Source: an optimization exercise on an open RTL-to-GDS flow (aim: small area, a short achievable clock period and few clock cycles). Production flows keep margins and buffers that such runs may drop. The RTL was checked by simulation tests, not by an equivalence proof against the original design. The flow treats the clock pin as an ideal source, which a real chip does not have. Power and IR drop assume default switching activity.

Design gpu_property_tlv_parser, start of the top module:
module gpu_property_tlv_parser (
   input  logic         clock,
   input  logic         reset,
   input  logic         req_tvalid,
   output logic         req_tready,
   input  logic [7:0]   req_tdata,
   input  logic         req_tlast,
   output logic         rsp_tvalid,
   input  logic         rsp_tready,
   output logic [399:0] rsp_tdata,
   output logic [1:0]   rsp_tuser
);
   logic        val_ff;       
   logic [2:0]  pos_ff;       
   logic [1:0]  len_ff;       
   logic [6:0]  idlo_ff;      
   logic        hiz_ff;       
   logic [7:0][7:0] acc_ff;   
   logic [9:0]  lsel_ff;      
   logic        seen_ff;      
   logic        fin_ff;       
   logic        trunc_ff;     
   logic        busy_ff;      
   logic        clr_ff;       
   logic        p2_ff;        
   logic        p2st_ff;      
   logic        rvalid_ff;
   logic [1:0]  status_ff;
   logic        rdy_ff;
   logic [399:0] store_ff;
   logic        accept, tl_acc, hand, pres;
   logic [2:0]  last_pos;
   logic        val_done;
   logic        val_d;
   logic        busy_d, p2_d;
   logic [9:0]  match;
   logic [9:0]  csel;         
   logic        trunc_now;
   assign accept = req_tvalid && rdy_ff;
   assign tl_acc = accept && req_tlast;
   assign hand   = rvalid_ff && rsp_tready;
   assign pres   = p2_ff && (clr_ff || !busy_ff);
   always_comb begin
      case (len_ff)
         2'd0:    last_pos = 3'd0;
         2'd1:    last_pos = 3'd1;
         2'd2:    last_pos = 3'd3;
         default: last_pos = 3'd7;
      endcase
   end
   assign val_done  = val_ff && (pos_ff == last_pos);
   assign trunc_now = val_ff ? !val_done : (pos_ff[1:0] == 2'd3);
   always_comb begin
      match = '0;
      if (hiz_ff) begin
         case (idlo_ff)
            gptlv_pkg::IdProduct:  match[0] = 1'b1;
  ...
export LEC_CHECK = 0
export CAP_MARGIN = 20
export CORE_MARGIN = 2
export CORE_UTILIZATION = 40
export CTS_CLUSTER_DIAMETER = 60
export CTS_CLUSTER_SIZE = 25
export PLACE_DENSITY = 0.45
export SETUP_SLACK_MARGIN = 3.06
export SLEW_MARGIN = 20
create_clock -name core_clock -period 5.0 [get_ports {clock}]
standard.sh (not shown) runs the stock make flow with config.mk's settings and CLKGATE_MAP_FILE= SYNTH_SCRIPT=/design/flow/synth_recipe.tcl, a recipe that flattens the netlist after the stock synthesis.
==> flow/flow/run.sh <==
#!/bin/bash
# Standard ORFS layout, with one change after clock tree synthesis
# (post_cts.tcl): the tree's root buffer, which only relays the clock port to
# the first branching buffers, is removed so that the port drives those
# buffers directly. This takes one buffer stage off every register's clock
# path alike; the clock tree below it is untouched.
set -euo pipefail
bash standard.sh "POST_CTS_TCL=$PWD/flow/post_cts.tcl" "BUFFER_PORTS_ARGS=-buffer_cell sky130_fd_sc_hd__buf_1" finish > standard_flow.log 2>&1
==> flow/flow/post_cts.tcl <==
set block [ord::get_db_block]
set port_net [[$block findBTerm clock] getNet]
set sinks [$port_net getITerms]
if {[llength $sinks] == 1} {
  set root [[lindex $sinks 0] getInst]
  set out_net [[$root findITerm X] getNet]
  set loads {}
  foreach it [$out_net getITerms] {
    if {[$it getInst] != $root} { lappend loads $it }
  }
  if {[llength $loads] <= 4 && [string match "sky130_fd_sc_hd__clkbuf_*" [[$root getMaster] getName]]} {
    puts "post_cts: bypassing root buffer [$root getName] ([llength $loads] loads)"
    [$root findITerm A] disconnect
    [$root findITerm X] disconnect
    foreach it $loads {
      $it disconnect
      $it connect $port_net
    }
    odb::dbInst_destroy $root
    odb::dbNet_destroy $out_net
    estimate_parasitics -placement
    repair_timing_helper
    detailed_placement
    check_placement -verbose
    estimate_parasitics -placement
    report_clock_latency
  }
}
The first run completed with no timing, DRC or antenna violations.
Testbench counts at the start, summed over its fixed seeds: cycles 28,137.
Then changed:
==> flow/run.sh (new file) <==
#!/bin/bash
# synth_recipe.tcl (not shown) runs the flow's synth.tcl, then flattens the netlist and writes it again
# the make line also repeats each setting of config.mk as NAME=value (left out here)
make -C /OpenROAD-flow-scripts/flow DESIGN_CONFIG=/design/flow/config.mk WORK_HOME=/design/flow/orfs CLKGATE_MAP_FILE= SYNTH_SCRIPT=/design/flow/synth_recipe.tcl finish
Settings changed: SETUP_SLACK_MARGIN 3.06 to 2.9.
removed: flow/flow/run.sh
removed: flow/flow/post_cts.tcl
removed: flow/standard.sh
Wire length came out higher by 5.3%.
Count of clock-buffer cells in the layout came out higher by 5.
Worst hold slack is better by 0.026 ns.
Clock power shrinks by about 3%.
Worst setup slack degrades by 0.17 ns.
Cell count is about the same.
Sequential share of layout area goes down by 1.3 points.
Synthesized area does not change.
Total power goes down by 0.46%.
Combinational power grows by 19%.
Then changed:
==> flow/flow/run.sh (new file) <==
#!/bin/bash
# Standard ORFS layout, with one change after clock tree synthesis
# (post_cts.tcl): the tree's root buffer, which only relays the clock port to
# the first branching buffers, is removed so that the port drives those
# buffers directly. This takes one buffer stage off every register's clock
# path alike; the clock tree below it is untouched.
set -euo pipefail
bash standard.sh "POST_CTS_TCL=$PWD/flow/post_cts.tcl" "BUFFER_PORTS_ARGS=-buffer_cell sky130_fd_sc_hd__buf_1" finish > standard_flow.log 2>&1
==> flow/flow/post_cts.tcl (new file) <==
set block [ord::get_db_block]
set port_net [[$block findBTerm clock] getNet]
set sinks [$port_net getITerms]
if {[llength $sinks] == 1} {
  set root [[lindex $sinks 0] getInst]
  set out_net [[$root findITerm X] getNet]
  set loads {}
  foreach it [$out_net getITerms] {
    if {[$it getInst] != $root} { lappend loads $it }
  }
  if {[llength $loads] <= 4 && [string match "sky130_fd_sc_hd__clkbuf_*" [[$root getMaster] getName]]} {
    puts "post_cts: bypassing root buffer [$root getName] ([llength $loads] loads)"
    [$root findITerm A] disconnect
    [$root findITerm X] disconnect
    foreach it $loads {
      $it disconnect
      $it connect $port_net
    }
    odb::dbInst_destroy $root
    odb::dbNet_destroy $out_net
    estimate_parasitics -placement
    repair_timing_helper
    detailed_placement
    check_placement -verbose
    estimate_parasitics -placement
    report_clock_latency
  }
}
==> flow/standard.sh (new file) <==
#!/bin/bash
# synth_recipe.tcl (not shown) runs the flow's synth.tcl, then flattens the netlist and writes it again
# the make line also repeats each setting of config.mk as NAME=value (left out here)
make -C /OpenROAD-flow-scripts/flow DESIGN_CONFIG=/design/flow/config.mk WORK_HOME=/design/flow/orfs CLKGATE_MAP_FILE= SYNTH_SCRIPT=/design/flow/synth_recipe.tcl "${@:-finish}"
Settings changed: ABC_CLOCK_PERIOD_IN_PS set to 1900, SETUP_SLACK_MARGIN 2.9 to 3.0.
removed: flow/run.sh
=> Worst hold slack gets worse by 0.0084 ns; core utilization drops by 0.99 points; via count goes up by 0.42%; non-clock buffer count goes up by 6; cell area fell by 1.9%; area after synthesis does not change; clock-buffer cell count shrinks by 5; total power went down by 0.54%.
Then changed:
Settings changed: ABC_CLOCK_PERIOD_IN_PS 1900 to not set.
The new run ran to the end with no violations.
Power is unchanged.
Via count is unchanged.
Design area does not change.
Global-route usage stays the same.
Wire length stays the same.

==> re-timing with driven ports <==
How much do the figures lean on ideal ports? The routed layouts below were timed once more, with nothing changed but the port constraints. Step 1 (the two cells are an assumption about what drives the block):
set clk [get_ports {clock}]
set_driving_cell -lib_cell sky130_fd_sc_hd__clkbuf_16 $clk
set_driving_cell -lib_cell sky130_fd_sc_hd__buf_2 [delete_from_list [all_inputs] $clk]
Step 2 adds t to the input delays and takes it off the output delays; t is the mean of the earliest and latest rising clock arrival at the registers after step 1. Input paths then give back, and output paths get back, about the clock's delay inside the block. Slacks: no drivers / after step 1 / after step 2; pairs: no drivers / after step 1.
run | t, ns | setup WS [ns] | latest minus earliest clock arrival (ns) | worst data-port slew with drivers (ns)
the first run | 0.456 | 3.085 / 2.990 / 2.761 | 0.027 / 0.027 | 0.06
the second run | 0.577 | 2.916 / 2.862 / 2.401 | 0.024 / 0.025 | 0.06
the third run | 0.466 | 3.072 / 2.965 / 2.733 | 0.023 / 0.023 | 0.06
the fourth run | 0.466 | 3.072 / 2.965 / 2.733 | 0.023 / 0.023 | 0.06
After both steps every run listed still meets setup and hold. The setup slack of the second run, which loses most, moves by -0.054 ns with the drivers and by -0.515 ns with both steps.
